Context: an optimization exercise on an open-source flow, tuned for small area and a short achievable clock period. The choices shown serve that exercise and are no tape-out recipe. Function was checked by simulation only, so behaviour that the tests miss may differ from the original. No activity file was given, so power comes from the tool's default toggle rates.

==> flow/run.sh <==
#!/bin/bash
# synth_recipe.tcl (not shown) runs the flow's synth.tcl, then flattens the netlist and writes it again
# the make line also repeats each setting of config.mk as NAME=value (left out here)
make -C /OpenROAD-flow-scripts/flow DESIGN_CONFIG=/design/flow/config.mk WORK_HOME=/design/flow/orfs CLKGATE_MAP_FILE= SYNTH_SCRIPT=/design/flow/synth_recipe.tcl finish
==> flow/config.mk <==
export PLATFORM = sky130hd
export DESIGN_NAME = two_class_age_ordered_queue
export DESIGN_NICKNAME = two_class_age_ordered_queue
export VERILOG_FILES = /design/flow/design.v
export SDC_FILE = /design/flow/constraint.sdc
export NUM_CORES = 4
export LEC_CHECK = 0
export CAP_MARGIN = 20
export CORE_MARGIN = 2
export CORE_UTILIZATION = 55
export CTS_CLUSTER_DIAMETER = 100
export CTS_CLUSTER_SIZE = 24
export SETUP_SLACK_MARGIN = 2.1
export SLEW_MARGIN = 20
==> flow/constraint.sdc <==
create_clock -name core_clock -period 4.5 [get_ports {clock}]
set_input_delay 0.9000 -clock core_clock [delete_from_list [all_inputs] [get_ports {clock}]]
set_output_delay 0.9000 -clock core_clock [all_outputs]
set_load 0.01 [all_outputs]
==> flow/design.v <==
`timescale 1ns / 1ps
package tcaoq_pkg;
   localparam int DEPTH = 64;
   localparam int TAG_BITS = 16;
   localparam int SEQ_BITS = 16;
   localparam int CNT_BITS = $clog2(DEPTH + 1);
   typedef enum logic [1:0] {
      FUNC_ENQUEUE      = 2'd0,
      FUNC_DEQ_NAMED    = 2'd1,
      FUNC_DEQ_OLDEST   = 2'd2
   } func_type;
   typedef enum logic [1:0] {
      STATUS_ENQUEUED   = 2'd0,
      STATUS_DEQUEUED   = 2'd1,
      STATUS_EMPTY      = 2'd2,
      STATUS_FULL       = 2'd3
   } status_type;
   localparam logic KIND_FIRST  = 1'b0;
   localparam logic KIND_SECOND = 1'b1;
   typedef struct packed {
      logic [TAG_BITS-1:0] tag;
      logic [SEQ_BITS-1:0] seq;
   } entry_type;
   typedef struct packed {
      logic push;
      logic pop;
   } lane_ctrl_type;
   typedef struct packed {
      logic      empty;
      logic      full;
      entry_type head;
   } lane_stat_type;
endpackage
`timescale 1ns / 1ps
module tcaoq_cell (
   input  logic                 clock,
   input  logic                 load,
   input  tcaoq_pkg::entry_type wr_entry,
   output tcaoq_pkg::entry_type entry
);
   tcaoq_pkg::entry_type entry_ff;
   always_ff @(posedge clock) begin
      if (load) begin
         entry_ff <= wr_entry;
      end
   end
   assign entry = entry_ff;
endmodule
`timescale 1ns / 1ps
module tcaoq_lane (
   input  logic                 clock,
   input  logic                 reset,
   input  logic                 push,
   input  logic                 pop,
   input  tcaoq_pkg::entry_type wr_entry,
   output logic                 empty,
   output logic                 full,
   output tcaoq_pkg::entry_type head,
   output tcaoq_pkg::entry_type second
);
   localparam int DEPTH    = tcaoq_pkg::DEPTH;
   localparam int ROWS     = DEPTH - 2;
   localparam int CNT_BITS = tcaoq_pkg::CNT_BITS;
   localparam int PTR_BITS = $clog2(ROWS);
   localparam int EW       = tcaoq_pkg::TAG_BITS + tcaoq_pkg::SEQ_BITS;
   logic [CNT_BITS-1:0]  count_ff;
   logic                 empty_ff;    
   logic                 one_ff;      
   logic                 two_ff;      
   logic                 full_ff;     
   logic [ROWS-1:0]      rd_sel_ff;   
   logic                 low_ff;      
   logic [PTR_BITS-1:0]  wr_ptr_ff;
   logic [PTR_BITS-1:0]  wr_ptr_inc;
   tcaoq_pkg::entry_type head_ff;
   tcaoq_pkg::entry_type second_ff;
   tcaoq_pkg::entry_type rd_entry;
   logic [ROWS*EW-1:0]   row_data;
   for (genvar i = 0; i < ROWS; i++) begin : g_row
      tcaoq_cell u_cell (
         .clock    (clock),
         .load     (!full_ff && (wr_ptr_ff == PTR_BITS'(i))),
         .wr_entry (wr_entry),
         .entry    (row_data[i*EW +: EW])
      );
   end
   always_comb begin
      rd_entry = '0;
      for (int i = 0; i < ROWS; i++) begin
         rd_entry = rd_entry | (row_data[i*EW +: EW] & {EW{rd_sel_ff[i]}});
      end
   end
   logic [PTR_BITS-1:0]  wr_ptr_next;
   logic [CNT_BITS-1:0]  count_inc;
   logic [CNT_BITS-1:0]  count_dec;
   assign wr_ptr_next[0] = !wr_ptr_ff[0];
   for (genvar i = 1; i < PTR_BITS; i++) begin : g_ptr
      assign wr_ptr_next[i] = wr_ptr_ff[i] ^ (&wr_ptr_ff[i-1:0]);
   end
   assign wr_ptr_inc = (wr_ptr_ff == PTR_BITS'(ROWS - 1)) ? PTR_BITS'(0) : wr_ptr_next;
   assign count_inc[0] = !count_ff[0];
   assign count_dec[0] = !count_ff[0];
   for (genvar i = 1; i < CNT_BITS; i++) begin : g_cnt
      assign count_inc[i] = count_ff[i] ^ (&count_ff[i-1:0]);
      assign count_dec[i] = count_ff[i] ^ !(|count_ff[i-1:0]);
   end
   always_ff @(posedge clock) begin
      if (empty_ff) begin
         head_ff <= wr_entry;
      end else if (pop) begin
         head_ff <= second_ff;
      end
   end
   always_ff @(posedge clock) begin
      if (low_ff) begin
         second_ff <= wr_entry;
      end else if (pop) begin
         second_ff <= rd_entry;
      end
   end
   always_ff @(posedge clock) begin
      if (reset) begin
         count_ff  <= '0;
         empty_ff  <= 1'b1;
         one_ff    <= 1'b0;
         two_ff    <= 1'b0;
         full_ff   <= 1'b0;
         rd_sel_ff <= ROWS'(1);
         low_ff    <= 1'b1;
         wr_ptr_ff <= '0;
      end else if (push) begin
         count_ff <= count_inc;
         empty_ff <= 1'b0;
         one_ff   <= empty_ff;
         two_ff   <= one_ff;
         low_ff   <= empty_ff;
         full_ff  <= (count_ff == CNT_BITS'(DEPTH - 1));
         if (!empty_ff && !one_ff) begin
            wr_ptr_ff <= wr_ptr_inc;
         end
      end else if (pop) begin
         count_ff <= count_dec;
         empty_ff <= one_ff;
         one_ff   <= two_ff;
         two_ff   <= (count_ff == CNT_BITS'(3));
         low_ff   <= one_ff || two_ff;
         full_ff  <= 1'b0;
         if (!one_ff && !two_ff) begin
            rd_sel_ff <= {rd_sel_ff[ROWS-2:0], rd_sel_ff[ROWS-1]};
         end
      end
   end
   assign empty  = empty_ff;
   assign full   = full_ff;
   assign head   = head_ff;
   assign second = second_ff;
endmodule
`timescale 1ns / 1ps
module two_class_age_ordered_queue (
   input  logic        clock,
   input  logic        reset,
   input  logic        req_valid,
   output logic        req_ready,
   input  logic [1:0]  req_func,
   input  logic        req_kind,
   input  logic [15:0] req_tag,
   output logic        rsp_valid,
   input  logic        rsp_ready,
   output logic [1:0]  rsp_status,
   output logic        rsp_out_kind,
   output logic [15:0] rsp_out_tag
);
   localparam int SEQ_BITS = tcaoq_pkg::SEQ_BITS;
   tcaoq_pkg::entry_type  wr_entry;
   tcaoq_pkg::entry_type  first_head;
   tcaoq_pkg::entry_type  first_second;
   tcaoq_pkg::entry_type  second_head;
   tcaoq_pkg::entry_type  second_second;
   logic                  first_empty;
   logic                  first_full;
   logic                  second_empty;
   logic                  second_full;
   logic [SEQ_BITS-1:0]   arrival_ff;
   logic [SEQ_BITS-1:0]   arrival_inc;
   logic                  first_older_ff;
   logic                  first_older_in;
   logic                  accept;
   logic                  is_enq;
   logic                  is_deqn;
   logic                  is_deqo;
   logic                  take_first;
   logic                  take_second;
   logic                  enq_first;
   logic                  enq_second;
   logic                  first_push;
   logic                  first_pop;
   logic                  second_push;
   logic                  second_pop;
   logic                  rsp_valid_ff;
   logic [1:0]            status_ff;
   logic [1:0]            status_in;
   logic                  kind_ff;
   logic                  kind_in;
   logic [15:0]           tag_ff;
   logic [15:0]           tag_in;
   assign req_ready = !rsp_valid_ff || rsp_ready;
   assign accept    = req_valid && req_ready;
   assign wr_entry.tag = req_tag;
   assign wr_entry.seq = arrival_ff;
   assign is_enq  = (req_func == tcaoq_pkg::FUNC_ENQUEUE);
   assign is_deqn = (req_func == tcaoq_pkg::FUNC_DEQ_NAMED);
   assign is_deqo = (req_func == tcaoq_pkg::FUNC_DEQ_OLDEST);
   assign take_first  = !first_empty &&
                        ((is_deqn && (req_kind == tcaoq_pkg::KIND_FIRST)) ||
                         (is_deqo && (second_empty || first_older_ff)));
   assign take_second = !second_empty &&
                        ((is_deqn && (req_kind == tcaoq_pkg::KIND_SECOND)) ||
                         (is_deqo && (first_empty || !first_older_ff)));
   assign enq_first   = is_enq && (req_kind == tcaoq_pkg::KIND_FIRST) && !first_full;
   assign enq_second  = is_enq && (req_kind == tcaoq_pkg::KIND_SECOND) && !second_full;
   assign first_push  = accept && enq_first;
   assign second_push = accept && enq_second;
   assign first_pop   = accept && take_first;
   assign second_pop  = accept && take_second;
   always_comb begin
      status_in = tcaoq_pkg::STATUS_EMPTY;
      kind_in   = tcaoq_pkg::KIND_FIRST;
      tag_in    = '0;
      if (is_enq) begin
         status_in = (enq_first || enq_second) ? tcaoq_pkg::STATUS_ENQUEUED
                                               : tcaoq_pkg::STATUS_FULL;
         kind_in   = req_kind;
      end else if (take_first || take_second) begin
         status_in = tcaoq_pkg::STATUS_DEQUEUED;
         kind_in   = take_second;
         tag_in    = take_first ? first_head.tag : second_head.tag;
      end else if (is_deqn) begin
         kind_in   = req_kind;
      end
   end
   function automatic logic older(input logic [15:0] a, input logic [15:0] b);
      logic [15:0] lt;
      logic [15:0] eq;
      logic [3:0]  glt;
      logic [3:0]  geq;
      logic        borrow;
      lt = ~a & b;
      eq = ~(a ^ b);
      for (int g = 0; g < 4; g++) begin
         glt[g] = lt[4*g+3] | (eq[4*g+3] & lt[4*g+2]) | (eq[4*g+3] & eq[4*g+2] & lt[4*g+1]) |
                  (eq[4*g+3] & eq[4*g+2] & eq[4*g+1] & lt[4*g]);
         geq[g] = eq[4*g+3] & eq[4*g+2] & eq[4*g+1] & eq[4*g];
      end
      glt[3] = lt[14] | (eq[14] & lt[13]) | (eq[14] & eq[13] & lt[12]);
      borrow = glt[3] | (eq[14] & eq[13] & eq[12] & glt[2]) |
               (eq[14] & eq[13] & eq[12] & geq[2] & glt[1]) |
               (eq[14] & eq[13] & eq[12] & geq[2] & geq[1] & glt[0]);
      older = (&eq) | (a[15] ^ b[15] ^ borrow);
   endfunction
   logic older_hf_hs;
   logic older_ar_hs;
   logic older_hf_ar;
   logic older_nf_hs;
   logic older_nf_ar;
   logic older_hf_ns;
   logic older_ar_ns;
   logic older_keep;
   logic older_first_pop;
   logic older_second_pop;
   assign older_hf_hs = older(first_head.seq, second_head.seq);
   assign older_ar_hs = older(arrival_ff, second_head.seq);
   assign older_hf_ar = older(first_head.seq, arrival_ff);
   assign older_nf_hs = older(first_second.seq, second_head.seq);
   assign older_nf_ar = older(first_second.seq, arrival_ff);
   assign older_hf_ns = older(first_head.seq, second_second.seq);
   assign older_ar_ns = older(arrival_ff, second_second.seq);
   assign older_keep       = first_empty  ? older_ar_hs :
                             second_empty ? older_hf_ar : older_hf_hs;
   assign older_first_pop  = second_empty ? older_nf_ar : older_nf_hs;
   assign older_second_pop = first_empty  ? older_ar_ns : older_hf_ns;
   always_comb begin
      first_older_in = older_keep;
      if (first_pop) begin
         first_older_in = older_first_pop;
      end else if (second_pop) begin
         first_older_in = older_second_pop;
      end
   end
   assign arrival_inc[0] = !arrival_ff[0];
   for (genvar i = 1; i < SEQ_BITS; i++) begin : g_arrival
      assign arrival_inc[i] = arrival_ff[i] ^ (&arrival_ff[i-1:0]);
   end
   always_ff @(posedge clock) begin
      if (reset) begin
         rsp_valid_ff <= 1'b0;
         arrival_ff   <= SEQ_BITS'(1);
      end else begin
         if (accept) begin
            rsp_valid_ff <= 1'b1;
         end else if (rsp_ready) begin
            rsp_valid_ff <= 1'b0;
         end
         if (first_push || second_push) begin
            arrival_ff <= arrival_inc;
         end
      end
   end
   always_ff @(posedge clock) begin
      first_older_ff <= first_older_in;
   end
   always_ff @(posedge clock) begin
      if (req_ready) begin
         status_ff <= status_in;
         kind_ff   <= kind_in;
         tag_ff    <= tag_in;
      end
   end
   assign rsp_valid    = rsp_valid_ff;
   assign rsp_status   = status_ff;
   assign rsp_out_kind = kind_ff;
   assign rsp_out_tag  = tag_ff;
   tcaoq_lane u_first_lane (
      .clock    (clock),
      .reset    (reset),
      .push     (first_push),
      .pop      (first_pop),
      .wr_entry (wr_entry),
      .empty    (first_empty),
      .full     (first_full),
      .head     (first_head),
      .second   (first_second)
   );
   tcaoq_lane u_second_lane (
      .clock    (clock),
      .reset    (reset),
      .push     (second_push),
      .pop      (second_pop),
      .wr_entry (wr_entry),
      .empty    (second_empty),
      .full     (second_full),
      .head     (second_head),
      .second   (second_second)
   );
endmodule
==> run notes <==
[sequential cells by signal, summed over array words and instances, names as in the netlist, 2 cells and up]
| name | count |
|---|---|
| u_first_lane.count_ff | 7 |
| arrival_ff | 16 |
| u_second_lane.g_row.u_cell.entry_ff | 1984 |
| u_first_lane.wr_ptr_ff | 6 |
| tag_ff | 16 |
| u_second_lane.head_ff | 32 |
| u_second_lane.wr_ptr_ff | 6 |
| u_first_lane.head_ff | 32 |
| u_first_lane.rd_sel_ff | 62 |
| u_second_lane.second_ff | 32 |
| u_first_lane.g_row.u_cell.entry_ff | 1984 |
| u_second_lane.rd_sel_ff | 62 |
| u_second_lane.count_ff | 7 |
| u_first_lane.second_ff | 32 |
| status_ff | 2 |
[worst paths after layout]
path	slack, ps	from	depth (start not counted)	endpoint
hold / removal	360	req_tag[0]	1	u_second_lane.g_row[34].u_cell.entry_ff[16]
setup / recovery	1930	u_first_lane.rd_sel_ff[3]	5	u_first_lane.second_ff[15]
hold reg to reg	500	u_second_lane.rd_sel_ff[16]	2	u_second_lane.rd_sel_ff[16]
setup reg to reg	1930	u_first_lane.rd_sel_ff[3]	5	u_first_lane.second_ff[15]
[cell usage in the layout (no fill, tap or decap), types with 12 or more instances in the layout]
cell type  synthesis  routed
diode_2            0      37
clkbuf_1         517     109
a22oi_1          789     774
edfxtp_1        4115    4115
nor2_4             0     124
inv_1             77      69
o21ai_0           32      28
nand3_1          146     140
a21o_1            13      13
nor3_1           138      66
buf_8              0      22
nor3_4             0      33
xnor2_1           27      27
buf_4              0     580
nor3_2             8      47
buf_6              2      61
a221oi_2           0      25
ha_1             121     118
a221oi_1         569     543
a22o_1           584     584
dfxtp_4            0     111
mux2i_1           13      13
nand2_1          346     338
dfxtp_2            0      34
buf_12             0     164
xor2_1            12      12
clkbuf_16          0     214
nand4_1          280     280
nor2_1           200      75
buf_2              8      20
a22oi_2            0      15
a222oi_1          64      64
dfxtp_1          178      33
a21oi_1          247     246
mux2_2            49      49
[what timing repair did]
action,CTS,global route
pin swaps,62,47
buffers inserted,199,120
endpoints found under the hold margin,0,0
cloned,1,4
setup endpoints to repair,2395,842
resized for setup,354,110
[cell type report]
class,count,area [um2]
Tap cell,3743,4683
Sequential cell,4293,127600
Antenna cell,37,92.59
Inverter,78,322.8
Timing Repair Buffer,864,9087
Clock buffer,321,5703
Multi-Input combinational cell,3735,28680
Clock inverter,8,95.09
Fill cell,19830,106300
[worst max-delay path: cells and delay by family (launching register included)]
family	cells	cell delay [ps]
AOI/OAI and AO/OA	2	670
buffers and inverters	1	510
DFF	1	850
and+or+nand+nor	2	270
[metrics by stage]
stage,total power [mW],area [um2],setup WS [ps],hold WS [ps]
2_1_floorplan,44.99,156800,1615,489.6
5_1_grt,67.27,176200,2001,356.0
4_1_cts,65.85,174500,1481,348.4
6_report,66.15,176300,1930,362.6
3_3_place_gp,45.71,165300,1151,486.1
3_5_place_dp,45.74,165300,1115,478.3
[power by group]
part           switching (mW)  internal (mW)  total (mW)
sequential              0.133           43.5        43.6
clock                    12.4           8.80        21.2
combinational           0.948          0.346        1.29
[metal layers]
| layer | share of wire, % | wire (um) |
|---|---|---|
| met2 | 40 | 268400 |
| met5 | 0.069 | 467 |
| met1 | 33 | 226400 |
| met3 | 21 | 143300 |
| met4 | 5.9 | 40370 |
[cells by family after synthesis]
logic type | after synthesis
mux | 63
xor+xnor | 39
flops | 4293
simple gates | 1172
fa+ha+maj | 121
compound gates | 2339
buf+inv | 667
==> impl_metrics.yaml <==
status:
  status: "finished clean"
drt:
  drc: 0
  viasPerCell: 8.024
  first_pass_iters: 14
  drt_iter0_drc: 24850
  vias: 104900
  wl_per_cell_um: 51.91
  wirelength_mm: 679.0
  drtAntennaViolNets: 0
worst_setup_path:
  path_class: "flop to flop"
  crit_chain: "buf_4 -> a222oi_1 -> nand4_1 -> nor3_2 -> a22oi_1"
  required_ps: 5190
  critPathSlowestCell: "dfxtp_2"
  arrival_ps: 3260
  crit_path_end_kind: "flop"
  cpPeakStageDelay_ps: 850
  path_max_fanout: 13
  worstSetupStartpointType: "flop"
sta:
  min_period_ps: 2570
  fmax_mhz: 389.2
  worst_pin_slew_ps: 1097
  fin_crit_sh_pct: 57.10
  fin_skew_ps: 55.09
  slew_headroom_pct: 26.61
  rsz0062_at_grt: "yes"
  hold_viol: 0
  slew_viol_final: 0
  setup_viol: 0
  tns_ps: 0
clock_tree:
  cts_tree: "built"
  ctsHoldBuffers: 0
  cts-buffers-inserted: 206
  clkSlewWorstSetupHoldPaths_ps: 100
  cts_max_path_buffers: 4
  htreeDepth: 4
  root_buffer: "clkbuf_16"
  clk_latency_ps: 970
  cts.sinks: 4293
synthesis:
  synth_top_area_cell: "edfxtp_1"
  yosys_warnings: 3
  post_synth_most_frequent_cells: "4115 x edfxtp_1, 789 x a22oi_1, 584 x a22o_1, 569 x a221oi_1, 517 x clkbuf_1"
  synth_top_family_by_area: "compound AO/OA/AOI/OAI gates"
  syn_nets: 8838
  ys_seq_area_share_pct: 81.28
  ys_ff_latch: 4293
  syn_area_um2: 156400
  synth_compound_area_share_pct: 11.83
  yosysUniqueCellTypes: 70
  avgSynthCellArea_um2: 17.99
  synth.most_common_cell: "edfxtp_1"
  synthAdderAreaFrac_pct: 0.9679
  synth_area_leaders: "edfxtp_1 79%, a22oi_1 3.8%, a22o_1 3.3%"
  synth_top_cell_area_share_pct: 79.00
  synth_ff_type: "edfxtp_1"
  synth-async-reset-ratio_pct: 0
  synth_mux_area_share_pct: 0.4455
  syn_inst: 8694
  synth_simple_gate_area_share_pct: 3.647
  synth-edff-count: 4115
  yosys.area_share.xor_xnor_pct: 0.2184
power_and_ir_drop:
  leakagePower_nw: 54.69
  ir_drop_mv: 0.3724
  power_density_nw_per_um2: 375.3
floorplanning:
  rows: 195
  die_h_um: 537.3
  io-pin-count: 44
  dieWidth_um: 537.3
  start_util_pct: 55.36
  die-area_um2: 288700
  core-area_um2: 282500
job:
  maxCapViolations: 0
cells_and_area:
  final_nets: 9322
  utilization_pct: 62.38
  final_layout_size_suffix_gt1_share_pct: 16.83
  fin_cells: 13080
  area_delta_synth_final_pct: 12.68
global_routing:
  overflow: 0
  met1_usage_pct: 65.51
  grt_max_degree: 127
  grt_use_total_pct: 46.20
  grt_pass1_vias: 91760
  use_met3_pct: 20.19
  antenna_found_initial: 56
  grt_pass1_wl_mm: 872.0
  grtUsageMet2_pct: 62.01
  busiest_layer: "met1"
placement:
  place_hpwl_mm: 378.4
  gp_congestion: 0.9246
  portBuffers: 43
  dp.cells: 12390
min_path:
  hold_class: "primary input to flop"

==> re-timing with driven ports <==
The results above use ideal ports. As a check the final layout listed here was re-extracted and re-timed, cells and wires unchanged.
Step 1, drivers: a clkbuf_16 drives clock and a buf_2 each remaining input, both assumed.
Step 2, shift: input delay + t, output delay - t, t = (earliest + latest rising clock arrival at the registers) / 2. This alone moves slack from input paths to output paths.
Three values: ideal, step 1, step 2; two values: the first two.
t (ns): 1.033
setup WS [ns]: 1.930 / 1.930 / 1.121
slew at the worst register clock pin (ns): 0.10 / 0.10
worst slew at a driven data input, ns: 0.28
cell pins on the clock port's net: 1
After both steps this run still meets setup and hold. For this run, drivers alone change the setup slack by 0.000 ns; drivers and shift together by -0.809 ns.
